Source: an optimization exercise on an open RTL-to-GDS flow (aim: small area and a short achievable clock period). Production flows keep margins and buffers that such runs may drop.
In this exercise RTL edits were held to simulation tests only and were not proved equivalent to the original.
Power figures rest on the tool's default switching activity, not on a simulated workload.

[flow/run.sh]
#!/bin/bash
# synth_recipe.tcl (not shown) runs the flow's synth.tcl, then flattens the netlist and writes it again
# the make line also repeats each setting of config.mk as NAME=value (left out here)
make -C /OpenROAD-flow-scripts/flow DESIGN_CONFIG=/design/flow/config.mk WORK_HOME=/design/flow/orfs CLKGATE_MAP_FILE= SYNTH_SCRIPT=/design/flow/synth_recipe.tcl finish
[flow/config.mk]
export PLATFORM = sky130hd
export DESIGN_NAME = jt1942_objpxl_buf
export DESIGN_NICKNAME = jt1942_objpxl_buf
export VERILOG_FILES = /design/flow/design.v
export SDC_FILE = /design/flow/constraint.sdc
export NUM_CORES = 4
export LEC_CHECK = 0
export CAP_MARGIN = 20
export CELL_PAD_IN_SITES_DETAIL_PLACEMENT = 1
export CELL_PAD_IN_SITES_GLOBAL_PLACEMENT = 2
export CORE_MARGIN = 2
export CORE_UTILIZATION = 50
export PLACE_DENSITY = 0.6
export SETUP_SLACK_MARGIN = 2.0
export SLEW_MARGIN = 20
export SYNTH_HIERARCHICAL = 1
export SYNTH_MINIMUM_KEEP_SIZE = 0
export TNS_END_PERCENT = 10
[flow/constraint.sdc]
create_clock -name core_clock -period 5.5 [get_ports {clk}]
set_input_delay 1.1000 -clock core_clock [delete_from_list [all_inputs] [get_ports {clk}]]
set_output_delay 1.1000 -clock core_clock [all_outputs]
set_load 0.01 [all_outputs]
[flow/design.v]
package jt1942_obj_pkg;
    localparam int         OBJ_AW     = 8;
    localparam int         OBJ_DW     = 4;
    localparam logic [3:0] OBJ_TRANSP = 4'hf;
    typedef enum logic {
        CLR = 1'b0,
        RUN = 1'b1
    } obj_state_t;
endpackage
module jt1942_objpxl_ram
#(
    parameter int   AW    = jt1942_obj_pkg::OBJ_AW,
    parameter int   DW    = jt1942_obj_pkg::OBJ_DW,
    parameter logic DRAW0 = 1'b0
) (
    input  logic          clk,
    input  logic          rst,
    input  logic          swap,      
    input  logic [AW-1:0] rd_a,      
    input  logic [AW-1:0] lk_a,      
    output logic [DW-1:0] rd_n,
    input  logic          we,
    input  logic [AW-1:0] wa,
    input  logic [DW-1:0] wd
);
    localparam int N  = 2**AW;
    localparam int LW = AW / 2;
    localparam int HW = AW - LW;
    logic [(2**LW)-1:0] r_lo, w_lo_n;
    logic [(2**HW)-1:0] r_hi, w_hi_n;
    logic [DW-1:0]      mem [N];
    logic               draw;      
    logic [AW-1:0]      ra;
    always_ff @(posedge clk or negedge rst) begin
        if (!rst)      draw <= DRAW0;
        else if (swap) draw <= !draw;
    end
    assign ra = draw ? lk_a : rd_a;
    always_comb begin
        for (int j = 0; j < 2**LW; j++) begin
            r_lo[j]   = (ra[LW-1:0] == LW'(j));
            w_lo_n[j] = (wa[LW-1:0] != LW'(j));
        end
        for (int g = 0; g < 2**HW; g++) begin
            r_hi[g]   = (ra[AW-1:LW] == HW'(g));
            w_hi_n[g] = !we || (wa[AW-1:LW] != HW'(g));
        end
    end
    for (genvar i = 0; i < N; i++) begin : g_word
        always_ff @(posedge clk) begin
            if (!(w_hi_n[i >> LW] || w_lo_n[i % (2**LW)])) mem[i] <= wd;
        end
    end
    for (genvar b = 0; b < DW; b++) begin : g_bit
        logic [15:0] l3;    
        for (genvar g = 0; g < 16; g++) begin : g_grp
            logic [5:0] l1;     
            logic [1:0] l2;     
            for (genvar p = 0; p < 5; p++) begin : g_l1
                jt1942_objpxl_aoi222 u (
                    .a1 (r_lo[3*p]),   .b1 (mem[16*g+3*p][b]),
                    .a2 (r_lo[3*p+1]), .b2 (mem[16*g+3*p+1][b]),
                    .a3 (r_lo[3*p+2]), .b3 (mem[16*g+3*p+2][b]),
                    .y  (l1[p])
                );
            end
            jt1942_objpxl_nand2 u_l1_5 (.a (r_lo[15]), .b (mem[16*g+15][b]), .y (l1[5]));
            jt1942_objpxl_nand3 u_l2_0 (.a (l1[0]), .b (l1[1]), .c (l1[2]), .y (l2[0]));
            jt1942_objpxl_nand3 u_l2_1 (.a (l1[3]), .b (l1[4]), .c (l1[5]), .y (l2[1]));
            jt1942_objpxl_oai21 u_l3 (.a1 (l2[0]), .a2 (l2[1]), .b1 (r_hi[g]), .y (l3[g]));
        end
        logic [3:0] l4;     
        for (genvar q = 0; q < 4; q++) begin : g_l4
            jt1942_objpxl_nand4 u (.a (l3[4*q]), .b (l3[4*q+1]), .c (l3[4*q+2]), .d (l3[4*q+3]), .y (l4[q]));
        end
        jt1942_objpxl_nor4 u_l5 (.a (l4[0]), .b (l4[1]), .c (l4[2]), .d (l4[3]), .y (rd_n[b]));
    end
endmodule
module jt1942_objpxl_aoi222 (
    input  logic a1, b1, a2, b2, a3, b3,
    output logic y
);
    assign y = !((a1 && b1) || (a2 && b2) || (a3 && b3));
endmodule
module jt1942_objpxl_nand2 (input logic a, b, output logic y);
    assign y = !(a && b);
endmodule
module jt1942_objpxl_nand3 (input logic a, b, c, output logic y);
    assign y = !(a && b && c);
endmodule
module jt1942_objpxl_nand4 (input logic a, b, c, d, output logic y);
    assign y = !(a && b && c && d);
endmodule
module jt1942_objpxl_nor2 (input logic a, b, output logic y);
    assign y = !(a || b);
endmodule
module jt1942_objpxl_nor3 (input logic a, b, c, output logic y);
    assign y = !(a || b || c);
endmodule
module jt1942_objpxl_nor4 (input logic a, b, c, d, output logic y);
    assign y = !(a || b || c || d);
endmodule
module jt1942_objpxl_a22o (input logic a1, a2, b1, b2, output logic x);
    assign x = (a1 && a2) || (b1 && b2);
endmodule
module jt1942_objpxl_o221ai (input logic a1, a2, b1, b2, c1, output logic y);
    assign y = !((a1 || a2) && (b1 || b2) && c1);
endmodule
module jt1942_objpxl_oai21 (input logic a1, a2, b1, output logic y);
    assign y = !((a1 || a2) && b1);
endmodule
module jt1942_objpxl_buf
#(
    parameter int            AW     = jt1942_obj_pkg::OBJ_AW,
    parameter int            DW     = jt1942_obj_pkg::OBJ_DW,
    parameter logic [DW-1:0] TRANSP = jt1942_obj_pkg::OBJ_TRANSP
) (
    input  logic          clk,
    input  logic          rst,
    input  logic          cen6,
    input  logic          flip,
    input  logic [8:0]    H,
    input  logic          HINIT,
    input  logic          LHBL,
    input  logic [8:0]    posx,
    input  logic [DW-1:0] new_pxl,
    output logic          busy,
    output logic [DW-1:0] obj_pxl
);
    jt1942_obj_pkg::obj_state_t state;
    logic [AW-1:0] clr_a;
    logic          wsel;        
    logic          run_cen;
    logic [AW-1:0] rd_a;
    logic [AW-1:0] wr_a;
    logic          wr_ok;
    logic          unused_h8;
    logic          pend_req;
    logic          pend_bank;
    logic          pend_ok;
    logic          pend_fwd;
    logic [DW-1:0] pend_rd_n [2];
    logic [AW-1:0] pend_a;
    logic [DW-1:0] pend_d;
    logic          q_valid;
    logic          q_bank;
    logic [AW-1:0] q_a;
    logic [DW-1:0] q_d;
    logic          quirk;
    logic          commit;
    logic          flush;
    logic          q_hit;
    logic [AW-1:0] d_a;         
    logic [DW-1:0] d_d;         
    logic          d_fwd;
    logic [DW-1:0] b_rd_n [2];
    logic          b_clr  [2];
    logic          b_we   [2];
    logic [AW-1:0] b_wa   [2];
    logic [DW-1:0] b_wd   [2];
    assign rd_a      = H[AW-1:0] ^ {AW{flip}};
    assign wr_a      = posx[AW-1:0];
    assign wr_ok     = !posx[8] && (new_pxl != TRANSP);
    assign run_cen   = (state == jt1942_obj_pkg::RUN) && cen6;
    assign unused_h8 = H[8];
    assign busy      = (state == jt1942_obj_pkg::CLR);
    always_ff @(posedge clk or negedge rst) begin
        if (!rst) state <= jt1942_obj_pkg::CLR;
        else if (state == jt1942_obj_pkg::CLR && clr_a == '1) state <= jt1942_obj_pkg::RUN;
    end
    always_ff @(posedge clk or negedge rst) begin
        if (!rst)                              clr_a <= '0;
        else if (state == jt1942_obj_pkg::CLR) clr_a <= clr_a + 1'b1;
    end
    assign pend_ok = !pend_fwd && ((pend_bank ? pend_rd_n[1] : pend_rd_n[0]) == '0);
    assign quirk  = pend_req && pend_ok && (pend_bank != wsel);
    assign commit = pend_req && pend_ok && (pend_bank == wsel);
    assign flush  = q_valid && (q_bank == wsel);
    assign q_hit  = q_valid && (q_bank != wsel) && (q_a == rd_a);
    assign d_a    = commit ? pend_a : q_a;
    assign d_d    = commit ? pend_d : q_d;
    assign d_fwd  = (commit || flush) && (d_a == wr_a);
    always_comb begin
        for (int k = 0; k < 2; k++) begin
            b_clr[k] = (state == jt1942_obj_pkg::CLR) || (wsel != 1'(k));
            if (state == jt1942_obj_pkg::CLR) begin
                b_we[k] = 1'b1;
                b_wa[k] = clr_a;
            end else if (wsel != 1'(k)) begin
                b_we[k] = cen6;
                b_wa[k] = rd_a;
            end else begin
                b_we[k] = cen6 && (commit || flush);
                b_wa[k] = d_a;
            end
            b_wd[k] = d_d | {DW{b_clr[k]}};
        end
    end
    logic          rs0_n, rs1_n;    
    logic [DW-1:0] px_keep;         
    logic [DW-1:0] obj_pxl_d;
    assign rs0_n   = !(run_cen && LHBL && !q_hit && wsel);
    assign rs1_n   = !(run_cen && LHBL && !q_hit && !wsel);
    assign px_keep = run_cen ? ((!LHBL) ? TRANSP : q_hit ? q_d : '0) : obj_pxl;
    for (genvar b = 0; b < DW; b++) begin : g_out
        jt1942_objpxl_o221ai u_px (
            .a1 (rs0_n), .a2 (b_rd_n[0][b]),
            .b1 (rs1_n), .b2 (b_rd_n[1][b]),
            .c1 (!px_keep[b]),
            .y  (obj_pxl_d[b])
        );
    end
    for (genvar g = 0; g < 2; g++) begin : g_bank
        jt1942_objpxl_ram #(.AW(AW), .DW(DW), .DRAW0(g == 0)) u_ram (
            .clk  (clk),
            .rst  (rst),
            .swap (run_cen && HINIT),
            .rd_a (rd_a),
            .lk_a (wr_a),
            .rd_n (b_rd_n[g]),
            .we  (b_we[g]),
            .wa  (b_wa[g]),
            .wd  (b_wd[g])
        );
    end
    always_ff @(posedge clk or negedge rst) begin
        if (!rst) obj_pxl <= TRANSP;
        else      obj_pxl <= obj_pxl_d;
    end
    always_ff @(posedge clk or negedge rst) begin
        if (!rst) begin
            wsel     <= 1'b0;
            pend_req <= 1'b0;
            q_valid  <= 1'b0;
        end else if (run_cen) begin
            if (HINIT) wsel <= ~wsel;
            pend_req <= wr_ok;
            if (quirk)               q_valid <= 1'b1;
            else if (q_hit || flush) q_valid <= 1'b0;
        end
    end
    always_ff @(posedge clk) begin
        if (run_cen) begin
            pend_bank <= wsel;
            pend_fwd  <= d_fwd;
            pend_rd_n[0] <= b_rd_n[0];
            pend_rd_n[1] <= b_rd_n[1];
            pend_a    <= wr_a;
            pend_d    <= new_pxl;
            if (quirk) begin
                q_bank <= pend_bank;
                q_a    <= pend_a;
                q_d    <= pend_d;
            end
        end
    end
endmodule
==> results of run 1 <==
modules after synthesis, one instance, submodules excluded, excerpt:
| module | cell area, µm² | cells inside |
|---|---|---|
| jt1942_objpxl_oai21 | 5.00 | 1 |
| jt1942_objpxl_buf | 2680 | 232 |
| jt1942_objpxl_nand3 | 5.00 | 1 |
| jt1942_objpxl_nand2 | 3.75 | 1 |
| jt1942_objpxl_nand4 | 6.26 | 1 |
| jt1942_objpxl_aoi222 | 10.0 | 1 |
| jt1942_objpxl_o221ai | 15.0 | 1 |
| jt1942_objpxl_nor4 | 12.5 | 1 |
how the worst max path moves through the flow:
| stage | cells past startpoint | slack, ns | end | start |
|---|---|---|---|---|
| finish | 16 | 1.84 | obj_pxl[0] | flip |
| global route | 10 | 1.76 | g_bank[1].u_ram.mem[43][2] | pend_rd_n[0][3] |
| CTS | 12 | 1.70 | obj_pxl[1] | flip |
| detailed placement | 15 | 0.31 | obj_pxl[0] | flip |
| global placement | 15 | 0.30 | obj_pxl[0] | flip |
| floorplan | 10 | 1.01 | pend_rd_n[1][0] | flip |
routing by layer:
layer  global-route usage  vias up
met1                0.389    25100
li1                     -    20300
met5                    0        -
met2                0.522     2187
met4                0.156        0
met3               0.0354      443
synthesized netlist by cell type, types with 12 or more instances:
cell type / number / area share
a222oi_1: 640 / 0.082
a22oi_1: 65 / 0.0062
buf_1: 36 / 0.0017
buf_2: 42 / 0.0027
buf_6: 13 / 0.0019
clkbuf_1: 93 / 0.0045
dfrtp_1: 13 / 0.0041
edfxtp_1: 2083 / 0.80
inv_1: 15 / 0.00072
mux2i_1: 12 / 0.0015
nand2_1: 155 / 0.0074
nand3_1: 276 / 0.018
nand3b_1: 33 / 0.0032
nand4_1: 38 / 0.0030
nand4bb_1: 12 / 0.0017
nor3_1: 480 / 0.031
nor3_2: 39 / 0.0050
o21ai_1: 129 / 0.0082
o221ai_1: 16 / 0.0018
or3b_2: 28 / 0.0031
xnor2_1: 23 / 0.0026
xor2_1: 16 / 0.0018
flip-flops by register name, summed over array words and instances (netlist names):
signal,cells
g_bank.u_ram.draw,2
g_bank.u_ram.mem,2048
wsel,1
q_d,4
q_bank,1
q_valid,1
pend_rd_n,8
pend_d,4
obj_pxl,4
pend_a,8
q_a,8
pend_bank,1
state,1
pend_fwd,1
clr_a,8
pend_req,1
what timing repair did:
action	in CTS	in global routing
cloned	13	30
hold buffers	0	0
resized for setup	669	419
endpoints found under the hold margin	0	0
setup endpoints to repair	3212	3490
setup buffers	44	63
pin swaps	81	194
power groups by stage:
stage	Combinational (mW)	Sequential, mW	Clock [mW]
detailed placement	2.42	17.7	0
finish	2.64	17.3	14.2
CTS	2.50	17.3	14.3
global route	2.68	17.3	14.9
global placement	2.41	17.7	0
floorplan	1.11	17.7	0
worst max-delay path, delay by kind of cell:
| kind | cells | cell delay (ns) |
|---|---|---|
| simple gates | 4 | 1.19 |
| buf+inv | 7 | 1.06 |
| xor+xnor | 1 | 0.20 |
| compound gates | 4 | 0.85 |
logic make-up after synthesis:
kind of cell,after synthesis,synth area share
XOR/XNOR,39,0.00436
flip-flops,2101,0.804
AO/OA/AOI/OAI,878,0.101
multiplexers,13,0.00168
AND/OR/NAND/NOR,1119,0.0780
buffers and inverters,199,0.0114
adder cells (fa/ha/maj),1,0.000160
area by class of cell:
class	instances	area (µm²)
diodes	4	10.0
well taps	2058	2570
fillers	13000	59000
repair buffers	367	4490
flip-flops and latches	2101	63000
inverters	15	61.3
clock buffers	262	5620
multi-input cells	2061	20100
clock inverters	133	1180
per-stage QoR:
stage	instance area (µm²)	hold slack [ns]	power [mW]
2_1_floorplan	78600	0.420	18.8
3_3_place_gp	82800	0.447	20.1
3_5_place_dp	82800	0.452	20.1
4_1_cts	93700	0.469	34.1
5_1_grt	97000	0.505	34.9
6_report	97000	0.497	34.1
==> impl_metrics.csv, run 1 <==
group,metric,value,unit
status,status,"timing/DRC/antenna clean",
critical_path,max_stage_delay,0.41,ns
timing,setup_ws,1.84,ns
yosys,synth_edf_count,2083,
cts,numCtsBuffers,214,
yosys,netlist_area,78400,µm²
run,cap_violations,0,
placed_design,place_ws,0.309,ns
critical_path,crit_top_cell,"buf_12",
critical_path,ff2ff_path_depth,10,
grt,grt_pass1_vias,48100,
critical_path,start_kind,"input pin",
timing,fmax,273,MHz
hold_path,hold_path_depth,2,
grt,grt_max_degree,212,
yosys,synthArstFlopShare,0.00857,
route,wl_met1,95000,µm
yosys,postSynthAreaPerCell,18.0,µm²
timing,min_period,3.66,ns
pwr,p_per_area,352,nW/µm²
route,drc,0,
placed_design,io_buffer_count,31,
critical_path,r2r-end,"g_bank[0].u_ram.mem[226][1]",
route,routed_wl,258000,µm
cells_and_area,final_common_cell,"edfxtp_1",
cts,clkLatencyLatePin,0.86,ns
floorplan,die_width,400,µm
route,vias,48000,
pwr,power.leakage,25.1,nW
route,drt_iter0_drc,6614,
cts,cts-root-buf,"clkbuf_16",
route,wl_met2,131000,µm
cts,numClockSinks,2101,
critical_path,r2r-start,"pend_rd_n[1][1]",
cells_and_area,area_delta_synth_final,23.8,%
cells_and_area,final_util,0.622,
yosys,synth.net_count,4379,
pwr,p_int,26.2,mW
placed_design,hpwl,143000,µm
timing,finClkSkew,0.0262,ns
floorplan,die_y,400,µm
critical_path,end_kind,"flip-flop",
pwr,pwr-share-clk,0.415,
floorplan,num_io_pins,33,
cells_and_area,instances_no_fill,7001,
pwr,p_seq_frac,0.508,
timing,finalCritPeriodShare,0.666,
floorplan,dieArea,160000,µm²
timing,rsz0062_at_grt,"yes",
critical_path,crit_chain,"buf_6 > buf_12 > buf_12 > xnor2_4 > inv_4 > or3b_4 > a22oi_2 > buf_12 > clkbuf_16 > a222oi_1 > nand3_2 > o21ai_2 > nand4_1 > nor4_4 > buf_6 > o221ai_2",
cts,cts_tree,"done",
route,antenna_left,0,
critical_path,r2r_slack,1.85,ns
yosys,synth_ff_type,"edfxtp_1",
route,avgRoutedWirePerCell,36.8,µm
hold_path,worstHoldEndpoint,"pend_req",
yosys,ys_seq_area_frac,0.804,
yosys,yosys_warnings,24,
route,wl_met3,17900,µm
critical_path,required,6.26,ns
timing,setup_viol,0,
grt,grtUsageTotal,0.306,
hold_path,hp-start,"pend_req",
grt,grt_pass1_wl,350000,µm
critical_path,cp.arrival,4.42,ns
grt,antenna_found_initial,4,
timing,drv_slew,0,
cts,cts_max_path_buffers,3,
route,highest_layer,"met4",
placed_design,dp.cells,6451,
timing,final_hold_viol_count,0,
timing,slew-limit-headroom,0.192,
hold_path,hp-class,"flip-flop to flip-flop",
yosys,synth_cells,4350,
critical_path,critical-path-slowest-cell,"a222oi_1",
cts,htreeDepth,4,
cells_and_area,final_cell_mix,"2083 x edfxtp_1, 640 x a222oi_1, 302 x nor3_4, 232 x clkbuf_16, 222 x nand3_1",
route,avgViaCountPerCell,6.85,
grt,grt-ovfl-total,0,
floorplan,rows,145,
cells_and_area,fin_nets,4789,
critical_path,path_class,"input pin to flip-flop",
route,dr.pass1.iters,7,
critical_path,cp_max_fo,17,
cells_and_area,drive_gt1_frac,0.282,
cts,clk_pin_slew_worst_paths,0.06,ns
pwr,switching_share,0.232,
timing,worstMarginPinSlew,1.21,ns
yosys,ys_ff_latch,2101,
placed_design,gp_congestion,0.874,
floorplan,initial_core_util,0.503,
pwr,vdd_ir_drop_max,0.323,mV
timing,fin_tns_setup,0,ns
pwr,p_sw,7.93,mW
floorplan,core_area,156000,µm²
yosys,synth_cell_type_count,52,
pwr,combinationalPowerShare,0.077,
==> run 2: changes to the inputs <==
--- a/flow/config.mk
+++ b/flow/config.mk
@@ -11,6 +11,8 @@
 export CORE_MARGIN = 2
 export CORE_UTILIZATION = 50
+export CTS_BUF_LIST = sky130_fd_sc_hd__clkbuf_4 sky130_fd_sc_hd__clkbuf_8
+export CTS_CLUSTER_SIZE = 16
 export PLACE_DENSITY = 0.6
-export SETUP_SLACK_MARGIN = 2.0
+export SETUP_SLACK_MARGIN = 1.5
 export SLEW_MARGIN = 20
 export SYNTH_HIERARCHICAL = 1
==> run 2 against run 1 <==
  * Still clean
  * Final area fell by 7.2%
  * Wire length fell by 8.1%
  * Combinational power fell by 9.5%
  * Die area did not move
  * Sequential power barely moved
  * Fmax fell by 11%
  * Sequential share of layout area rose by 5.1 points
  * Area after synthesis did not move
  * Critical path depth fell by 5
  * Clock skew rose by 0.044 ns
  * Critical path type unchanged
  * Critical endpoint is now obj_pxl[2]
  * Largest power group unchanged
  * Highest routed layer is now met5
==> impl_metrics.csv, run 2 <==
group,metric,value,unit
critical_path,cp_max_fo,64,
route,dr.pass1.iters,9,
critical_path,cp_top_family,"simple AND/OR/NAND/NOR gates",
critical_path,path_buf_inv,3,
cells_and_area,fin_nets,4802,
floorplan,die_width,400,µm
timing,finClkSkew,0.0706,ns
grt,antenna_found_initial,6,
yosys,synth_compound_area_frac,0.101,
pwr,vdd_ir_drop_max,0.228,mV
cells_and_area,instances_no_fill,7078,
hold_path,hp-class,"flip-flop to flip-flop",
route,drc,0,
yosys,synth_ff_type,"edfxtp_1",
critical_path,cp.depth,11,
run,cap_violations,0,
timing,fmax,243,MHz
critical_path,r2r_slack,1.45,ns
yosys,ys_ff_latch,2101,
cells_and_area,nFillCells,13900,
pwr,p_per_area,366,nW/µm²
yosys,synth_edf_count,2083,
yosys,synthSimpleGateAreaFrac,0.0780,
grt,grt-ovfl-total,0,
timing,worstMarginPinSlew,1.15,ns
cts,clk_pin_slew_worst_paths,0.06,ns
critical_path,path_class,"input pin to flip-flop",
placed_design,io_buffer_count,31,
cells_and_area,final_common_cell,"edfxtp_1",
yosys,yosysMostFrequentCell,"edfxtp_1",
cells_and_area,multi_input_area,15300,µm²
yosys,synth.area.top_cells,"edfxtp_1 80%, a222oi_1 8.2%, nor3_1 3.1%",
cts,numClockSinks,2101,
route,drt_iter0_drc,6400,
status,status,"timing/DRC/antenna clean",
cells_and_area,largest_reg_flops,2048,
floorplan,num_io_pins,33,
cts,cts-root-buf,"clkbuf_8",
critical_path,r2r-start,"pend_bank",
cells_and_area,regMostFlops,"g_bank.u_ram.mem",
yosys,synth_top_family_by_area,"compound AO/OA/AOI/OAI gates",
yosys,synth_xor_area_frac,0.00436,
yosys,yosys_warnings,24,
yosys,synth_cells,4350,
timing,setup_ws,1.39,ns
timing,drv_slew,0,
critical_path,crit_end,"obj_pxl[2]",
cells_and_area,regArea,63000,µm²
critical_path,required,6.37,ns
cts,cts_max_path_buffers,4,
cts,cts_tree,"done",
yosys,ys_seq_area_frac,0.804,
route,avgViaCountPerCell,6.62,
floorplan,dieArea,160000,µm²
timing,finalCritPeriodShare,0.748,
grt,grt_pass1_vias,48500,
route,avgRoutedWirePerCell,33.5,µm
yosys,synth.net_count,4379,
placed_design,gp_congestion,0.853,
route,routed_wl,237000,µm
timing,min_period,4.11,ns
cts,cts_hold_buf,0,
critical_path,crit_chain,"clkdlybuf4s50_1 > nand3b_1 > a22oi_2 > buf_12 > a222oi_1 > nand3_1 > o21ai_1 > nand4_1 > nor4_4 > buf_4 > o221ai_2",
cts,numCtsBuffers,355,
route,highest_layer,"met5",
floorplan,core_area,156000,µm²
pwr,power,32.9,mW
yosys,synth_fa_ha_area_frac,0.000160,
route,wl_met2,120000,µm
placed_design,dp.cells,6469,
critical_path,critical-path-slowest-cell,"clkdlybuf4s50_1",
timing,final_hold_viol_count,0,
placed_design,place_ws,0.0450,ns
yosys,synth.top_cell.area_share,0.798,
timing,rsz0062_at_grt,"yes",
floorplan,die_y,400,µm
critical_path,ff2ff_path_depth,8,
grt,grtUsageTotal,0.297,
placed_design,hpwl,145000,µm
yosys,netlist_area,78400,µm²
yosys,muxShareOfSynthArea,0.00168,
timing,setup_viol,0,
critical_path,r2r-end,"g_bank[1].u_ram.mem[14][1]",
cts,clkLatencyLatePin,1.01,ns
critical_path,start_kind,"input pin",
yosys,postSynthAreaPerCell,18.0,µm²
cts,htreeDepth,5,
yosys,synthArstFlopShare,0.00857,
critical_path,critPathLaunch,"posx[2]",
yosys,synth.largest_area_cell,"edfxtp_1",
grt,grt_max_degree,214,
cells_and_area,final_cell_mix,"2083 x edfxtp_1, 640 x a222oi_1, 407 x nor3_1, 362 x clkbuf_8, 268 x nand3_1",
pwr,power.leakage,20.9,nW
cells_and_area,drive_gt1_frac,0.187,
yosys,synth_common_cells,"2083 x edfxtp_1, 640 x a222oi_1, 480 x nor3_1",
timing,slew-limit-headroom,0.232,
floorplan,rows,145,
route,antenna_left,0,
critical_path,max_stage_delay,0.87,ns
floorplan,initial_core_util,0.503,
cells_and_area,final_util,0.577,
route,vias,46900,
cells_and_area,area_delta_synth_final,14.8,%
critical_path,cp.arrival,4.99,ns
critical_path,end_kind,"flip-flop",
grt,grt_pass1_wl,342000,µm
route,wl_met3,15900,µm
yosys,synth_cell_type_count,52,
timing,fin_tns_setup,0,ns
route,wl_met1,91900,µm
==> run 2: cell count changes in the layout (fill, tap and decap cells not counted), sizes merged, moves of 2 or more <==
cell	before	now
clkdlybuf4s50	22	26
or3b	32	28
dlygate4sd2	0	5
bufinv	16	10
clkinv	107	127
nand3	280	276
inv	19	17
diode	4	6
clkbuf	283	454
nand2	157	155
buf	322	219
==> run 2: power by group <==
part	internal (mW)	total [mW]	switching [mW]	leakage, nW
Sequential	17.3	17.3	0	12.0
Clock	7.15	13.2	6.04	3.43
Combinational	0.798	2.39	1.59	5.44
==> run 2: worst min-delay path by stage <==
stage	slack [ns]	to	cells past startpoint	from
finish	0.46	q_d[3]	0	pend_d[3]
global route	0.47	q_d[3]	0	pend_d[3]
CTS	0.46	q_d[2]	0	pend_d[2]
detailed placement	0.45	q_d[2]	0	pend_d[2]
global placement	0.43	q_d[0]	0	pend_d[0]
floorplan	0.42	pend_bank	0	wsel
==> run 2: kinds of logic (layout without fill, tap and decap cells) <==
group,Yosys count,after routing
DFF,2101,2101
and+or+nand+nor,1119,1119
AOI/OAI and AO/OA,878,878
buffers and inverters,199,863
xor gates and xnor gates,39,39
muxes,13,13
adders and majority gates,1,1
other,0,6
==> run 2: metal layers <==
metal | up-vias | track usage
met5 | - | 0
met4 | 2 | 0.125
met3 | 364 | 0.0469
met2 | 2007 | 0.501
met1 | 24300 | 0.385
li1 | 20200 | -
==> run 2: what timing repair did <==
item	in CTS	in global routing
pin swaps	9	1
resized for setup	57	48
buffers inserted	4	0
setup endpoints to repair	1212	1581
==> run 2: Yosys stat by module, one instance, submodules excluded, a selection <==
module / cells inside / flops+latches
jt1942_objpxl_nand4: 1 / 0
jt1942_objpxl_nor4: 1 / 0
jt1942_objpxl_nand2: 1 / 0
jt1942_objpxl_nand3: 1 / 0
jt1942_objpxl_oai21: 1 / 0
jt1942_objpxl_aoi222: 1 / 0
jt1942_objpxl_buf: 232 / 51
jt1942_objpxl_o221ai: 1 / 0
==> run 2: per-stage QoR <==
| stage | hold WS, ns | cell area (µm²) |
|---|---|---|
| 2_1_floorplan | 0.420 | 78600 |
| 3_3_place_gp | 0.433 | 82900 |
| 3_5_place_dp | 0.451 | 82900 |
| 4_1_cts | 0.456 | 89700 |
| 5_1_grt | 0.466 | 90000 |
| 6_report | 0.456 | 90000 |
==> run 2: layout make-up <==
type | count | share of cell area
Timing Repair Buffer | 250 | 0.0283
Inverter | 15 | 0.000625
Sequential cell | 2101 | 0.700
Clock inverter | 144 | 0.00959
Multi-Input combinational cell | 2050 | 0.170
Clock buffer | 454 | 0.0630
Tap cell | 2058 | 0.0286
Antenna cell | 6 | 0.000167
==> run 3: changes to the inputs <==
--- a/flow/design.v
+++ b/flow/design.v
@@ -37,17 +37,23 @@
     end
     assign ra = draw ? lk_a : rd_a;
+    logic [(2**HW)-1:0] w_hi;
+    logic [N-1:0]       wen;
     always_comb begin
         for (int j = 0; j < 2**LW; j++) begin
-            r_lo[j]   = (ra[LW-1:0] == LW'(j));
+            r_lo[j] = (ra[LW-1:0] == LW'(j));
             w_lo_n[j] = (wa[LW-1:0] != LW'(j));
         end
         for (int g = 0; g < 2**HW; g++) begin
-            r_hi[g]   = (ra[AW-1:LW] == HW'(g));
-            w_hi_n[g] = !we || (wa[AW-1:LW] != HW'(g));
-        end
+            r_hi[g] = (ra[AW-1:LW] == HW'(g));
+            w_hi[g] = (wa[AW-1:LW] == HW'(g));
+        end
+    end
+    for (genvar g = 0; g < 2**HW; g++) begin : g_whi
+        jt1942_objpxl_nand2 u (.a (we), .b (w_hi[g]), .y (w_hi_n[g]));
     end
     for (genvar i = 0; i < N; i++) begin : g_word
+        jt1942_objpxl_nor2 u_wen (.a (w_hi_n[i >> LW]), .b (w_lo_n[i % (2**LW)]), .y (wen[i]));
         always_ff @(posedge clk) begin
-            if (!(w_hi_n[i >> LW] || w_lo_n[i % (2**LW)])) mem[i] <= wd;
+            if (wen[i]) mem[i] <= wd;
         end
     end
@@ -140,4 +146,5 @@
     logic          pend_ok;
     logic          pend_fwd;
+    logic          cr [2];     
     logic [DW-1:0] pend_rd_n [2];
     logic [AW-1:0] pend_a;
@@ -178,6 +185,6 @@
     assign flush  = q_valid && (q_bank == wsel);
     assign q_hit  = q_valid && (q_bank != wsel) && (q_a == rd_a);
-    assign d_a    = commit ? pend_a : q_a;
-    assign d_d    = commit ? pend_d : q_d;
+    assign d_a    = (pend_bank == wsel) ? pend_a : q_a;
+    assign d_d    = (pend_bank == wsel) ? pend_d : q_d;
     assign d_fwd  = (commit || flush) && (d_a == wr_a);
     always_comb begin
@@ -191,5 +198,6 @@
                 b_wa[k] = rd_a;
             end else begin
-                b_we[k] = cen6 && (commit || flush);
+                b_we[k] = cen6 && ((q_valid && q_bank == 1'(k)) ||
+                                   (cr[k] && pend_rd_n[k] == '0));
                 b_wa[k] = d_a;
             end
@@ -233,6 +241,10 @@
             pend_req <= 1'b0;
             q_valid  <= 1'b0;
+            cr[0]    <= 1'b0;
+            cr[1]    <= 1'b0;
         end else if (run_cen) begin
             if (HINIT) wsel <= ~wsel;
+            cr[0]    <= wr_ok && !wsel && !HINIT && !d_fwd;
+            cr[1]    <= wr_ok && wsel && !HINIT && !d_fwd;
             pend_req <= wr_ok;
             if (quirk)               q_valid <= 1'b1;
--- a/flow/config.mk
+++ b/flow/config.mk
@@ -10,9 +10,9 @@
 export CELL_PAD_IN_SITES_GLOBAL_PLACEMENT = 2
 export CORE_MARGIN = 2
-export CORE_UTILIZATION = 50
+export CORE_UTILIZATION = 60
 export CTS_BUF_LIST = sky130_fd_sc_hd__clkbuf_4 sky130_fd_sc_hd__clkbuf_8
 export CTS_CLUSTER_SIZE = 16
-export PLACE_DENSITY = 0.6
-export SETUP_SLACK_MARGIN = 1.5
+export PLACE_DENSITY = 0.68
+export SETUP_SLACK_MARGIN = 2.0
 export SLEW_MARGIN = 20
 export SYNTH_HIERARCHICAL = 1
==> run 3 against run 2 <==
  * Still clean
  * Sequential power hardly changed
  * Register-to-register slack better by 0.35 ns
  * Via count is 3.2% higher
  * Sequential share of layout area is 1.1 points higher
  * Fmax is 9.9% higher
  * Flip-flop and latch count is 2 higher
  * Die area is 18% lower
==> impl_metrics.csv, run 3 <==
group,metric,value,unit
route,drt_iter0_drc,8702,
floorplan,rows,131,
critical_path,critical-path-slowest-cell,"a222oi_1",
grt,grtUsageMet3,0.0830,
timing,fmax,267,MHz
floorplan,num_io_pins,33,
timing,fin_tns_setup,0,ns
critical_path,end_kind,"flip-flop",
route,vias,48400,
critical_path,start_kind,"input pin",
grt,globalRouteMet2Util,0.543,
critical_path,cp.arrival,4.63,ns
yosys,synth.largest_area_cell,"edfxtp_1",
yosys,ys_seq_area_frac,0.817,
cts,cts-root-buf,"clkbuf_8",
yosys,postSynthAreaPerCell,18.0,µm²
cts,numCtsBuffers,342,
pwr,p_per_area,364,nW/µm²
grt,met1_usage,0.499,
yosys,netlist_area,77200,µm²
cts,cts_tree,"done",
floorplan,core_area,128000,µm²
timing,min_period,3.74,ns
grt,grt_pass1_vias,49600,
timing,slew-limit-headroom,0.317,
placed_design,io_buffer_count,31,
placed_design,place_ws,0.321,ns
route,routed_wl,233000,µm
yosys,yosysMostFrequentCell,"edfxtp_1",
grt,grt.busiest_layer,"met2",
placed_design,hpwl,137000,µm
cells_and_area,final_cell_mix,"2083 x edfxtp_1, 640 x a222oi_1, 468 x nor2_1, 349 x clkbuf_8, 279 x nand3_1",
timing,finalCritPeriodShare,0.681,
cells_and_area,area_delta_synth_final,14.9,%
yosys,synth_ff_type,"edfxtp_1",
critical_path,cp_max_fo,13,
cells_and_area,regMostFlops,"g_bank.u_ram.mem",
yosys,synth.net_count,4326,
yosys,synth_cell_type_count,53,
cells_and_area,fin_nets,4887,
timing,timing.hold.ws,0.451,ns
status,status,"timing/DRC/antenna clean",
critical_path,crit_top_cell,"buf_4",
grt,antenna_found_initial,11,
critical_path,path_class,"input pin to flip-flop",
critical_path,critPathLaunch,"H[1]",
critical_path,crit_chain,"clkdlybuf4s15_2 > xor2_1 > buf_4 > buf_4 > or3b_4 > a22oi_2 > bufbuf_16 > a222oi_1 > nand3_1 > o21ai_1 > nand4_1 > nor4_2 > buf_4 > o221ai_2",
grt,grt-ovfl-total,0,
timing,rsz0062_at_grt,"yes",
route,antenna_left,0,
floorplan,die_y,363,µm
timing,worstMarginPinSlew,1.02,ns
timing,finClkSkew,0.0607,ns
pwr,power,32.3,mW
run,cap_violations,0,
grt,grt_max_degree,257,
hold_path,hp-class,"flip-flop to flip-flop",
yosys,synth_cells,4297,
critical_path,r2r-start,"g_bank[1].u_ram.draw",
cts,cts_max_path_buffers,4,
critical_path,cp_top_family,"simple AND/OR/NAND/NOR gates",
yosys,yosys_warnings,26,
yosys,synth_common_cells,"2083 x edfxtp_1, 640 x a222oi_1, 554 x nor2_1",
floorplan,die_width,363,µm
route,avgRoutedWirePerCell,34.6,µm
hold_path,hp-start,"pend_a[3]",
critical_path,required,6.39,ns
cts,htreeDepth,5,
cells_and_area,drive_gt1_frac,0.181,
timing,final_hold_viol_count,0,
pwr,vdd_ir_drop_max,0.382,mV
timing,drv_slew,0,
cts,clk_pin_slew_worst_paths,0.06,ns
yosys,synth.top_cell.area_share,0.810,
cts,numClockSinks,2103,
yosys,synth_edf_count,2083,
floorplan,dieArea,132000,µm²
floorplan,initial_core_util,0.605,
cts,cts_hold_buf,0,
pwr,power.leakage,21.0,nW
yosys,synth.area.top_cells,"edfxtp_1 81%, a222oi_1 8.3%, nor2_1 2.7%",
route,dr.pass1.iters,9,
cells_and_area,largest_reg_flops,2048,
placed_design,gp_congestion,0.889,
cells_and_area,final_common_cell,"edfxtp_1",
cts,clkLatencyLatePin,1.01,ns
route,drc,0,
timing,setup_ws,1.76,ns
route,avgViaCountPerCell,7.16,
yosys,ys_ff_latch,2103,
timing,setup_viol,0,
grt,grtUsageTotal,0.354,
yosys,synthArstFlopShare,0.00951,
critical_path,max_stage_delay,0.45,ns
grt,grt_pass1_wl,335000,µm
critical_path,path_buf_inv,5,
## run 3: final timing paths
path / endpoint / slack, ns / cells after the start
worst min-delay path: q_a[3] / 0.45 / 0
max in group asynchronous: obj_pxl[2] / 4.64 / 2
worst min register to register: q_a[3] / 0.45 / 0
worst max register to register: obj_pxl[1] / 1.80 / 11
min in group asynchronous: clr_a[1] / 0.51 / 2
worst max-delay path: obj_pxl[1] / 1.76 / 14
## run 3: worst reg2reg max path, cell delays in order (launching register included)
cell	delay (ns)
dfrtp_1	0.52
buf_6	0.25
nand3b_1	0.24
a22oi_2	0.29
bufbuf_16	0.40
a222oi_1	0.46
nand3_1	0.25
o21ai_1	0.19
nand4_1	0.33
nor4_2	0.42
buf_4	0.20
o221ai_2	0.09
## run 3: cells by family after synthesis
group,share of synthesized area
adder cells (fa/ha/maj),0.000162
flip-flops,0.817
XOR/XNOR,0.00395
multiplexers,0.00215
AND/OR/NAND/NOR,0.0707
AO/OA/AOI/OAI,0.104
buffers and inverters,0.00241
## run 3: layout make-up
| type | instances | area (µm²) |
|---|---|---|
| inverters | 18 | 67.6 |
| clock inverters | 105 | 617 |
| well taps | 1662 | 2080 |
| fillers | 10600 | 39000 |
| flip-flops and latches | 2103 | 63100 |
| multi-input cells | 2159 | 14600 |
| repair buffers | 234 | 2600 |
| clock buffers | 463 | 5660 |
| diodes | 11 | 27.5 |
## run 3: where the power goes
part | switching, mW | leakage [nW] | internal, mW
Clock | 5.92 | 3.35 | 6.90
Combinational | 1.34 | 5.64 | 0.814
Sequential | 0.00000000221 | 12.0 | 17.4
Total | 7.25 | 21.0 | 25.1
## run 3: Yosys stat by module (local to each module, per instance), a selection
| module | cell area (µm²) | cells inside | flip-flops and latches | times used |
|---|---|---|---|---|
| jt1942_objpxl_oai21 | 5.00 | 1 | 0 | 128 |
| jt1942_objpxl_nand4 | 6.26 | 1 | 0 | 32 |
| jt1942_objpxl_nor2 | 3.75 | 1 | 0 | 512 |
| jt1942_objpxl_nand3 | 5.00 | 1 | 0 | 256 |
| jt1942_objpxl_aoi222 | 10.0 | 1 | 0 | 640 |
| jt1942_objpxl_nor4 | 12.5 | 1 | 0 | 8 |
## run 3: repair_timing
| action | in CTS | in global routing |
|---|---|---|
| buffers inserted | 16 | 1 |
| endpoints found under the hold margin | 0 | 0 |
| resized for setup | 62 | 83 |
| pin swaps | 34 | 2 |
| cloned | 6 | 0 |
| setup endpoints to repair | 2061 | 1588 |
## run 3: per-stage QoR
stage | instances | cell area, µm² | utilization
final | 6755 | 88700 | 0.695
after floorplan | 4297 | 77400 | -
after CTS | 6739 | 88300 | 0.692
after detailed placement | 6149 | 81600 | 0.639
after global placement | 6149 | 81600 | 0.639
after global routing | 6751 | 88700 | 0.695
## run 3: metal layers
| metal | up-vias | part of all wire |
|---|---|---|
| li1 | 19800 | - |
| met1 | 24800 | 0.38 |
| met2 | 3286 | 0.47 |
| met3 | 472 | 0.12 |
| met4 | 0 | 0.033 |
| met5 | - | 0 |
==> run 4: changes to the inputs <==
--- a/flow/config.mk
+++ b/flow/config.mk
@@ -12,5 +12,6 @@
 export CORE_UTILIZATION = 60
 export CTS_BUF_LIST = sky130_fd_sc_hd__clkbuf_4 sky130_fd_sc_hd__clkbuf_8
-export CTS_CLUSTER_SIZE = 16
+export CTS_CLUSTER_DIAMETER = 80
+export CTS_CLUSTER_SIZE = 14
 export PLACE_DENSITY = 0.68
 export SETUP_SLACK_MARGIN = 2.0
==> run 4 against run 3 <==
  * Still clean on timing, DRC and antenna
  * Total power is 15% lower
  * Count of clock-buffer cells in the layout down 257
  * Register-to-register slack better by 0.08 ns
  * Critical path type unchanged
==> impl_metrics.csv, run 4 <==
group,metric,value,unit
cells_and_area,final_cell_mix,"2083 x edfxtp_1, 640 x a222oi_1, 402 x nor2_1, 276 x nand3_1, 193 x nand2_1",
yosys,postSynthAreaPerCell,18.0,µm²
cts,htreeDepth,4,
route,avgRoutedWirePerCell,36.4,µm
grt,antenna_found_initial,17,
floorplan,die_y,363,µm
run,cap_violations,0,
cts,cts-root-buf,"clkbuf_8",
yosys,synth_edf_count,2083,
critical_path,cp_max_fo,16,
cts,numCtsBuffers,170,
timing,finalCritPeriodShare,0.675,
placed_design,io_buffer_count,31,
cells_and_area,drive_gt1_frac,0.163,
pwr,power.leakage,19.4,nW
cts,numClockSinks,2103,
status,status,"timing/DRC/antenna clean",
yosys,synth_cell_type_count,53,
placed_design,dp.cells,6149,
yosys,synth.area.top_cells,"edfxtp_1 81%, a222oi_1 8.3%, nor2_1 2.7%",
pwr,power,27.5,mW
cts,cts_tree,"done",
floorplan,die_width,363,µm
placed_design,gp_congestion,0.889,
timing,finClkSkew,0.0388,ns
route,routed_wl,235000,µm
route,drt_iter0_drc,9400,
critical_path,cp.arrival,4.31,ns
yosys,netlist_area,77200,µm²
floorplan,dieArea,132000,µm²
cells_and_area,area_delta_synth_final,11.4,%
timing,worstMarginPinSlew,1.02,ns
grt,grt_pass1_vias,47500,
yosys,synth_cells,4297,
cells_and_area,fin_nets,4760,
yosys,ys_seq_area_frac,0.817,
cells_and_area,regMostFlops,"g_bank.u_ram.mem",
critical_path,required,6.09,ns
cts,clk_pin_slew_worst_paths,0.10,ns
grt,grt_pass1_wl,321000,µm
yosys,synthArstFlopShare,0.00951,
route,antenna_left,0,
cts,clkLatencyLatePin,0.94,ns
timing,fmax,269,MHz
route,avgViaCountPerCell,7.37,
critical_path,start_kind,"input pin",
timing,min_period,3.72,ns
timing,setup_viol,0,
cts,cts_hold_buf,0,
grt,grtUsageTotal,0.338,
yosys,synth.net_count,4326,
yosys,synth.top_cell.area_share,0.810,
cts,cts_max_path_buffers,3,
timing,rsz0062_at_grt,"yes",
placed_design,hpwl,137000,µm
yosys,yosysMostFrequentCell,"edfxtp_1",
floorplan,rows,131,
timing,final_hold_viol_count,0,
hold_path,hp-class,"flip-flop to flip-flop",
yosys,yosys_warnings,26,
yosys,ys_ff_latch,2103,
pwr,vdd_ir_drop_max,0.269,mV
floorplan,num_io_pins,33,
floorplan,core_area,128000,µm²
route,drc,0,
grt,grt_max_degree,257,
floorplan,initial_core_util,0.605,
grt,grt-ovfl-total,0,
yosys,synth_ff_type,"edfxtp_1",
yosys,synth_common_cells,"2083 x edfxtp_1, 640 x a222oi_1, 554 x nor2_1",
timing,slew-limit-headroom,0.318,
critical_path,end_kind,"flip-flop",
cells_and_area,instances_no_fill,6449,
cells_and_area,final_common_cell,"edfxtp_1",
timing,drv_slew,0,
yosys,synth.largest_area_cell,"edfxtp_1",
timing,fin_tns_setup,0,ns
cells_and_area,largest_reg_flops,2048,
route,vias,47500,
critical_path,path_class,"input pin to flip-flop",
pwr,p_per_area,320,nW/µm²
route,dr.pass1.iters,10,
-- run 4: cell counts after synthesis --
No cell type changed its count.
-- run 4: path summary, 6_finish.rpt --
check / startpoint / to / slack [ns] / depth (start not counted)
worst max-delay path: H[6] / g_bank[1].u_ram.mem[78][2] / 1.78 / 9
worst min-delay path: pend_a[3] / q_a[3] / 0.47 / 0
worst max register to register: pend_bank / g_bank[1].u_ram.mem[78][2] / 1.88 / 10
worst min register to register: pend_a[3] / q_a[3] / 0.47 / 0
max in group asynchronous: rst / obj_pxl[3] / 4.62 / 2
min in group asynchronous: rst / clr_a[6] / 0.55 / 2
-- run 4: worst max-delay path: stages --
cell             delay, ns
clkdlybuf4s50_1       0.55
xor2_4                0.49
o21ai_0               0.21
o21ai_0               0.20
buf_4                 0.21
nand2b_1              0.15
nor3_1                0.21
nand2_1               0.55
nor2_1                0.59
-- run 4: cells by family (layout without fill, tap and decap cells) --
| logic type | Yosys count | after routing | synth area share |
|---|---|---|---|
| flops | 2103 | 2103 | 0.817 |
| fa+ha+maj | 1 | 1 | 0.000162 |
| mux | 16 | 16 | 0.00215 |
| simple gates | 1205 | 1205 | 0.0707 |
| compound gates | 905 | 905 | 0.104 |
| other cells | 0 | 10 | 0 |
| xor+xnor | 31 | 32 | 0.00395 |
| buf+inv | 36 | 515 | 0.00241 |
-- run 4: metrics by stage --
stage                util  setup WS, ns  cell area [µm²]  hold slack (ns)
finish              0.674          1.78            86000            0.470
global route        0.673          1.69            86000            0.471
CTS                 0.662          1.75            84500            0.459
detailed placement  0.639         0.321            81600            0.434
global placement    0.639         0.350            81600            0.433
floorplan               -         0.917            77400            0.426
-- run 4: metal layers --
metal  wire length (µm)  vias to the layer above  global-route usage  part of all wire
met5                 38                        -                   0           0.00016
met4               6800                        6               0.106             0.029
met3              30000                      404              0.0707              0.13
met2             109000                     3155               0.529              0.46
met1              88900                    24500               0.485              0.38
li1                   -                    19400                   -                 -
-- run 4: area by class of cell --
cell class | instances | area [µm²]
multi-input combinational | 2159 | 14900
inverter | 18 | 67.6
fill | 10600 | 41700
clock buffer | 206 | 2640
timing repair buffer | 279 | 3100
clock inverter | 12 | 111
antenna | 10 | 25.0
sequential | 2103 | 63100
tap | 1662 | 2080
-- run 4: timing repair --
item | 4_1_cts | 5_1_grt
buffers inserted | 6 | 47
pin swaps | 21 | 95
resized for setup | 43 | 234
cloned | 1 | 14
setup endpoints to repair | 2061 | 1879
-- run 4: report_power, final --
| group | internal, mW | total, mW | switching (mW) |
|---|---|---|---|
| clock | 3.11 | 7.99 | 4.87 |
| combinational | 0.848 | 2.24 | 1.39 |
| sequential | 17.3 | 17.3 | 0.00000000238 |
| total | 21.3 | 27.5 | 6.27 |
-- run 4: Yosys stat by module (local to each module, per instance), a selection --
module	cells inside	times used	area, µm²
jt1942_objpxl_nand3	1	256	5.00
jt1942_objpxl_o221ai	1	4	15.0
jt1942_objpxl_nor2	1	512	3.75
jt1942_objpxl_nand4	1	32	6.26
jt1942_objpxl_oai21	1	128	5.00
jt1942_objpxl_nor4	1	8	12.5
jt1942_objpxl_nand2	1	160	3.75
jt1942_objpxl_buf	283	1	2940
jt1942_objpxl_aoi222	1	640	10.0
==> run 5: changes to the inputs <==
--- a/flow/config.mk
+++ b/flow/config.mk
@@ -8,5 +8,5 @@
 export CAP_MARGIN = 20
 export CELL_PAD_IN_SITES_DETAIL_PLACEMENT = 1
-export CELL_PAD_IN_SITES_GLOBAL_PLACEMENT = 2
+export CELL_PAD_IN_SITES_GLOBAL_PLACEMENT = 1
 export CORE_MARGIN = 2
 export CORE_UTILIZATION = 60
==> run 5 against run 4 <==
  * Total power hardly changed
  * Critical path depth is 1 higher
  * Synthesized cell count stayed put
  * Die area stayed put
  * Non-clock buffer count is 66 lower
  * Register-to-register slack better by 0.04 ns
  * Sequential power hardly changed
  * Clock power is 1% lower
  * First-iteration DRC count is 19% lower
  * Via count is 3.3% lower
  * Fmax is 0.56% higher
==> impl_metrics.csv, run 5 <==
group,metric,value,unit
status,status,"timing/DRC/antenna clean",
critical_path,cp.arrival,4.28,ns
pwr,p_per_area,322,nW/µm²
pwr,p_seq_frac,0.629,
cells_and_area,final_common_cell,"edfxtp_1",
hold_path,worstHoldEndpoint,"q_a[3]",
timing,worstMarginPinSlew,1.10,ns
cells_and_area,nFillCells,10700,
grt,grt_max_degree,257,
yosys,synth.largest_area_cell,"edfxtp_1",
hold_path,hp-start,"pend_a[3]",
yosys,synth.net_count,4326,
timing,rsz0062_at_grt,"yes",
cts,cts_tree,"done",
hold_path,hp-class,"flip-flop to flip-flop",
critical_path,crit_chain,"clkdlybuf4s50_1 > xor2_1 > buf_4 > nor2_1 > a211oi_1 > a21o_1 > nand2_1 > nor3_1 > nand2_2 > nor2_1",
grt,grt_pass1_wl,318000,µm
yosys,ys_ff_latch,2103,
grt,grt_pass1_vias,47000,
placed_design,hpwl,137000,µm
route,dr.pass1.iters,10,
critical_path,start_kind,"input pin",
route,avgRoutedWirePerCell,35.0,µm
timing,drv_slew,0,
cells_and_area,fin_nets,4693,
critical_path,critPathLaunch,"H[4]",
critical_path,end_kind,"flip-flop",
pwr,combinationalPowerShare,0.084,
floorplan,num_io_pins,33,
floorplan,core_area,128000,µm²
route,vias,45900,
pwr,p_sw,6.32,mW
yosys,synth_ff_type,"edfxtp_1",
cts,numCtsBuffers,169,
pwr,switching_share,0.230,
hold_path,hold_path_depth,0,
yosys,postSynthAreaPerCell,18.0,µm²
floorplan,initial_core_util,0.605,
cts,htreeDepth,4,
critical_path,critical-path-slowest-cell,"clkdlybuf4s50_1",
cells_and_area,final_util,0.669,
run,cap_violations,0,
cells_and_area,final_cell_mix,"2083 x edfxtp_1, 640 x a222oi_1, 351 x nor2_1, 273 x nand3_1, 201 x nor2_2",
cells_and_area,regArea,63100,µm²
yosys,yosysMostFrequentCell,"edfxtp_1",
yosys,synth.area.top_cells,"edfxtp_1 81%, a222oi_1 8.3%, nor2_1 2.7%",
floorplan,rows,131,
critical_path,max_stage_delay,0.78,ns
timing,finalCritPeriodShare,0.672,
placed_design,placed_area,81400,µm²
timing,final_hold_viol_count,0,
route,drt_iter0_drc,7630,
pwr,pwr-share-clk,0.287,
timing,fin_tns_setup,0,ns
critical_path,ff2ff_path_depth,10,
cells_and_area,drive_gt1_frac,0.159,
critical_path,r2r_slack,1.92,ns
route,avgViaCountPerCell,7.21,
critical_path,cp_max_fo,16,
placed_design,io_buffer_count,31,
yosys,synth.top_cell.area_share,0.810,
cts,cts_max_path_buffers,3,
yosys,synth_edf_count,2083,
grt,grt-ovfl-total,0,
pwr,p_int,21.2,mW
yosys,synth_cells,4297,
floorplan,die_width,363,µm
timing,finClkSkew,0.0437,ns
yosys,netlist_area,77200,µm²
grt,antenna_found_initial,8,
cells_and_area,area_delta_synth_final,10.6,%
cells_and_area,largest_reg_flops,2048,
cells_and_area,multi_input_area,15000,µm²
pwr,vdd_ir_drop_max,0.250,mV
floorplan,die_y,363,µm
yosys,synth_cell_type_count,53,
critical_path,cp.depth,10,
cts,numClockSinks,2103,
cts,clkLatencyLatePin,0.94,ns
critical_path,r2r-end,"g_bank[1].u_ram.mem[9][3]",
critical_path,path_buf_inv,2,
yosys,ys_seq_area_frac,0.817,
critical_path,r2r-start,"pend_bank",
yosys,synth_common_cells,"2083 x edfxtp_1, 640 x a222oi_1, 554 x nor2_1",
floorplan,dieArea,132000,µm²
cts,cts-root-buf,"clkbuf_8",
critical_path,path_class,"input pin to flip-flop",
grt,grtUsageTotal,0.334,
pwr,power,27.5,mW
route,drc,0,
yosys,yosys_warnings,26,
timing,fmax,271,MHz
timing,min_period,3.69,ns
critical_path,required,6.08,ns
cells_and_area,regMostFlops,"g_bank.u_ram.mem",
route,routed_wl,223000,µm
placed_design,gp_congestion,0.905,
cts,clk_pin_slew_worst_paths,0.09,ns
timing,slew-limit-headroom,0.270,
timing,setup_viol,0,
yosys,synthArstFlopShare,0.00951,
critical_path,crit_top_cell,"nor2_1",
route,antenna_left,0,
critical_path,cp_top_family,"simple AND/OR/NAND/NOR gates",
pwr,power.leakage,19.0,nW
cells_and_area,fin_area,85400,µm²
==> run 5: Yosys stat by module, one instance, submodules excluded, a selection <==
module	cell area (µm²)	flip-flops and latches
jt1942_objpxl_o221ai	15.0	0
jt1942_objpxl_buf	2940	53
jt1942_objpxl_nor4	12.5	0
jt1942_objpxl_nor2	3.75	0
jt1942_objpxl_nand3	5.00	0
jt1942_objpxl_oai21	5.00	0
jt1942_objpxl_nand4	6.26	0
jt1942_objpxl_nand2	3.75	0
jt1942_objpxl_aoi222	10.0	0
==> run 5: power by group through the flow <==
| stage | Sequential (mW) | Clock [mW] | Combinational, mW |
|---|---|---|---|
| 6_report | 17.3 | 7.90 | 2.30 |
| 5_1_grt | 17.3 | 8.47 | 2.35 |
| 4_1_cts | 17.3 | 8.00 | 2.22 |
| 3_5_place_dp | 17.7 | 0 | 2.20 |
| 3_3_place_gp | 17.7 | 0 | 2.17 |
| 2_1_floorplan | 17.7 | 0 | 1.13 |
==> run 5: routing by layer <==
layer	routed length (µm)	global-route usage
met1	79900	0.421
met4	11400	0.163
met5	35	0
met2	113000	0.573
met3	18500	0.0499
==> run 5: final cells by class <==
cell class | count | share of cell area
Inverter | 18 | 0.000791
Timing Repair Buffer | 213 | 0.0285
Tap cell | 1662 | 0.0244
Sequential cell | 2103 | 0.739
Multi-Input combinational cell | 2159 | 0.176
Clock inverter | 11 | 0.00145
Clock buffer | 199 | 0.0302
Antenna cell | 5 | 0.000147
==> run 5: cells by family after synthesis <==
logic type | share of synthesized area
AO/OA/AOI/OAI | 0.104
flip-flops | 0.817
multiplexers | 0.00215
buffers and inverters | 0.00241
XOR/XNOR | 0.00395
AND/OR/NAND/NOR | 0.0707
adder cells (fa/ha/maj) | 0.000162
==> run 5: through the flow <==
step	worst slack [ns]	instances	hold slack, ns
floorplan	0.917	4297	0.426
global placement	0.352	6126	0.431
detailed placement	0.166	6126	0.439
CTS	1.78	6339	0.460
global route	1.76	6366	0.472
finish	1.81	6370	0.462
==> run 5: what timing repair did <==
| item | CTS | global route |
|---|---|---|
| setup endpoints to repair | 2060 | 1860 |
| pin swaps | 2 | 57 |
| setup buffers | 3 | 12 |
| resized for setup | 65 | 243 |
| hold buffers | 0 | 0 |
| hold endpoints to repair | 0 | 0 |
| gates cloned | 0 | 11 |
==> run 5: worst max-delay path by stage <==
stage	endpoint	slack (ns)
after floorplan	g_bank[0].u_ram.mem[0][1]	0.92
after global placement	pend_rd_n[1][0]	0.35
after detailed placement	g_bank[0].u_ram.mem[250][0]	0.17
after CTS	obj_pxl[0]	1.78
after global routing	g_bank[1].u_ram.mem[61][3]	1.76
final	g_bank[1].u_ram.mem[61][0]	1.81
==> run 6: changes to the inputs <==
--- a/flow/config.mk
+++ b/flow/config.mk
@@ -15,5 +15,5 @@
 export CTS_CLUSTER_SIZE = 14
 export PLACE_DENSITY = 0.68
-export SETUP_SLACK_MARGIN = 2.0
+export SETUP_SLACK_MARGIN = 2.3
 export SLEW_MARGIN = 20
 export SYNTH_HIERARCHICAL = 1
==> run 6 against run 5 <==
  * Global-route usage grew 1.2 points
  * Clock power hardly changed
  * Sequential power barely moved
  * Setup slack gained 0.16 ns
  * Sequential share of layout area is 1.4 points lower
  * Clock skew down 0.0062 ns
  * Worst hold slack about the same
  * Flip-flop and latch count unchanged
  * Register-to-register slack better by 0.15 ns
  * Largest cell class unchanged
  * Fmax rose by 4.4%
==> impl_metrics.csv, run 6 <==
group,metric,value,unit
status,status,"timing/DRC/antenna clean",
route,vias,46500,
yosys,synth_edf_count,2083,
timing,final_hold_viol_count,0,
cells_and_area,final_cell_mix,"2083 x edfxtp_1, 640 x a222oi_1, 365 x nor2_2, 265 x nand3_1, 184 x nand2_1",
cts,cts-root-buf,"clkbuf_8",
yosys,synth_cell_type_count,53,
critical_path,cp.arrival,4.37,ns
critical_path,cp_max_fo,11,
placed_design,gp_congestion,0.905,
hold_path,hp-class,"flip-flop to flip-flop",
grt,grtUsageTotal,0.346,
cells_and_area,drive_gt1_frac,0.220,
cts,clk_pin_slew_worst_paths,0.09,ns
cells_and_area,area_delta_synth_final,12.8,%
cells_and_area,largest_reg_flops,2048,
yosys,synth_compound_area_frac,0.104,
timing,slew-limit-headroom,0.262,
timing,finalCritPeriodShare,0.643,
critical_path,start_kind,"input pin",
placed_design,hpwl,137000,µm
route,avgRoutedWirePerCell,35.7,µm
floorplan,rows,131,
yosys,synthSimpleGateAreaFrac,0.0707,
critical_path,end_kind,"flip-flop",
timing,rsz0062_at_grt,"yes",
grt,grt-ovfl-total,0,
yosys,synth_fa_ha_area_frac,0.000162,
route,routed_wl,229000,µm
yosys,netlist_area,77200,µm²
floorplan,dieArea,132000,µm²
timing,fmax,283,MHz
cts,numClockSinks,2103,
timing,min_period,3.54,ns
grt,antenna_found_initial,7,
route,avgViaCountPerCell,7.25,
timing,setup_viol,0,
critical_path,required,6.33,ns
pwr,vdd_ir_drop_max,0.252,mV
yosys,postSynthAreaPerCell,18.0,µm²
critical_path,max_stage_delay,0.78,ns
cts,clkLatencyLatePin,0.93,ns
floorplan,num_io_pins,33,
yosys,synth.top_cell.area_share,0.810,
pwr,power.leakage,19.4,nW
yosys,synth_ff_type,"edfxtp_1",
yosys,synthArstFlopShare,0.00951,
timing,drv_slew,0,
critical_path,crit_chain,"clkdlybuf4s50_1 > xor2_4 > nand3b_1 > a22oi_1 > o21ai_2 > nand4_1 > nor4_2 > buf_4 > o221ai_2",
yosys,ys_seq_area_frac,0.817,
yosys,synth.area.top_cells,"edfxtp_1 81%, a222oi_1 8.3%, nor2_1 2.7%",
placed_design,io_buffer_count,31,
yosys,synth.net_count,4326,
timing,finClkSkew,0.0375,ns
floorplan,core_area,128000,µm²
route,drc,0,
cells_and_area,fin_nets,4734,
yosys,synth_common_cells,"2083 x edfxtp_1, 640 x a222oi_1, 554 x nor2_1",
timing,setup_ws,1.96,ns
grt,grt_pass1_vias,47600,
pwr,p_per_area,317,nW/µm²
cells_and_area,regMostFlops,"g_bank.u_ram.mem",
cts,cts_tree,"done",
route,dr.pass1.iters,9,
cts,cts_max_path_buffers,3,
route,antenna_left,0,
yosys,muxShareOfSynthArea,0.00215,
floorplan,die_y,363,µm
cells_and_area,nFillCells,10600,
cts,htreeDepth,4,
yosys,synth_xor_area_frac,0.00395,
yosys,synth_top_family_by_area,"compound AO/OA/AOI/OAI gates",
floorplan,initial_core_util,0.605,
timing,fin_tns_setup,0,ns
grt,grt_max_degree,257,
yosys,ys_ff_latch,2103,
cts,numCtsBuffers,169,
run,cap_violations,0,
pwr,power,27.6,mW
yosys,synth_cells,4297,
timing,worstMarginPinSlew,1.11,ns
yosys,synth.largest_area_cell,"edfxtp_1",
timing,timing.hold.ws,0.462,ns
critical_path,critical-path-slowest-cell,"a22oi_1",
placed_design,place_ws,0.166,ns
floorplan,die_width,363,µm
critical_path,r2r_slack,2.07,ns
grt,grt_pass1_wl,327000,µm
yosys,yosysMostFrequentCell,"edfxtp_1",
route,drt_iter0_drc,7495,
yosys,yosys_warnings,26,
critical_path,path_class,"input pin to flip-flop",
cells_and_area,final_common_cell,"edfxtp_1",
## run 6: path summary, 6_finish.rpt
check                                     startpoint          to  cells after the start
worst min register to register             pend_a[3]      q_a[3]                      0
worst max-delay path                            H[6]  obj_pxl[0]                      9
max in group asynchronous                        rst  obj_pxl[0]                      2
worst min-delay path                       pend_a[3]      q_a[3]                      0
worst max register to register  g_bank[0].u_ram.draw  obj_pxl[0]                     12
min in group asynchronous                        rst       cr[0]                      2
## run 6: logic make-up (layout without fill, tap and decap cells)
logic type      after synthesis  count (layout)
flops                      2103            2103
simple gates               1205            1205
compound gates              905             905
buf+inv                      36             482
xor+xnor                     31              32
mux                          16              16
fa+ha+maj                     1               1
other cells                   0               6
## run 6: routing by layer
layer	vias up	track usage	wire length, µm
met5	-	0	56
met2	2565	0.586	115000
met3	508	0.0609	19300
met1	24000	0.428	80600
li1	19400	-	-
met4	8	0.188	13300
## run 6: power by group
group,leakage [nW],internal (mW),switching (mW)
clock network,1.41,3.09,4.82
logic,5.95,0.833,1.54
registers,12.0,17.3,0.00000000270
total,19.4,21.2,6.37
## run 6: repair_timing
item                        CTS  global route
hold buffers                  0             0
pin swaps                    58            85
gates cloned                 10             4
resized for setup           484           183
setup buffers                27            26
setup endpoints to repair  2068          2064
## run 6: layout make-up
type / count / area, µm² / area share
clock inverters: 11 / 124 / 0.00142
multi-input cells: 2159 / 16100 / 0.185
flip-flops and latches: 2103 / 63100 / 0.724
clock buffers: 199 / 2580 / 0.0297
well taps: 1662 / 2080 / 0.0239
repair buffers: 254 / 3040 / 0.0349
inverters: 18 / 67.6 / 0.000776
diodes: 6 / 15.0 / 0.000172
## run 6: stage by stage
stage	std cells	util	cell area [µm²]
after floorplan	4297	-	77400
after global placement	6126	0.638	81400
after detailed placement	6126	0.638	81400
after CTS	6373	0.674	86000
after global routing	6407	0.682	87100
final	6412	0.682	87100
## run 6: modules after synthesis (local to each module, per instance), a selection
module | area [µm²] | flops+latches | cells inside | times used
jt1942_objpxl_buf | 2940 | 53 | 283 | 1
jt1942_objpxl_o221ai | 15.0 | 0 | 1 | 4
jt1942_objpxl_nor4 | 12.5 | 0 | 1 | 8
jt1942_objpxl_aoi222 | 10.0 | 0 | 1 | 640
jt1942_objpxl_nand4 | 6.26 | 0 | 1 | 32
jt1942_objpxl_nand3 | 5.00 | 0 | 1 | 256
jt1942_objpxl_oai21 | 5.00 | 0 | 1 | 128
jt1942_objpxl_nand2 | 3.75 | 0 | 1 | 160
jt1942_objpxl_nor2 | 3.75 | 0 | 1 | 512
## run 6: worst max-delay path: cells and delay by family
family / cells / cell delay, ns
buf+inv: 2 / 0.72
xor+xnor: 1 / 0.56
compound gates: 3 / 1.11
simple gates: 3 / 0.85

==> what the ideal ports hide <==
No port has a modelled driver above. Below, the same layouts with a new extraction and two added sets of constraints. Step 1, drivers: a clkbuf_16 drives clk and a buf_2 each remaining input, both assumed. Step 2, shift: input delay + t, output delay - t, t = (earliest + latest rising clock arrival at the registers) / 2. This alone moves slack from input paths to output paths. Three values: ideal, step 1, step 2; two values: the first two.
run	shift t [ns]	setup WS [ns]	worst hold slack (ns)	clock arrival spread, ns	cell pins on the clock port's net
run 1	0.925	1.837 / 1.853 / 0.967	0.497 / 0.497 / 0.497	0.039 / 0.039	1
run 2	1.058	1.387 / 1.327 / 0.270	0.456 / 0.456 / 0.456	0.076 / 0.077	1
run 3	1.060	1.756 / 1.715 / 0.654	0.451 / 0.451 / 0.451	0.061 / 0.061	1
run 4	1.000	1.785 / 1.744 / 0.826	0.470 / 0.470 / 0.470	0.039 / 0.039	1
run 5	0.996	1.805 / 1.855 / 0.860	0.462 / 0.462 / 0.462	0.044 / 0.045	1
run 6	0.994	1.962 / 1.972 / 0.978	0.462 / 0.462 / 0.462	0.042 / 0.042	1
After both steps every run listed still meets setup and hold. The setup slack of run 2, which loses most, moves by -0.060 ns with the drivers and by -1.117 ns with both steps.
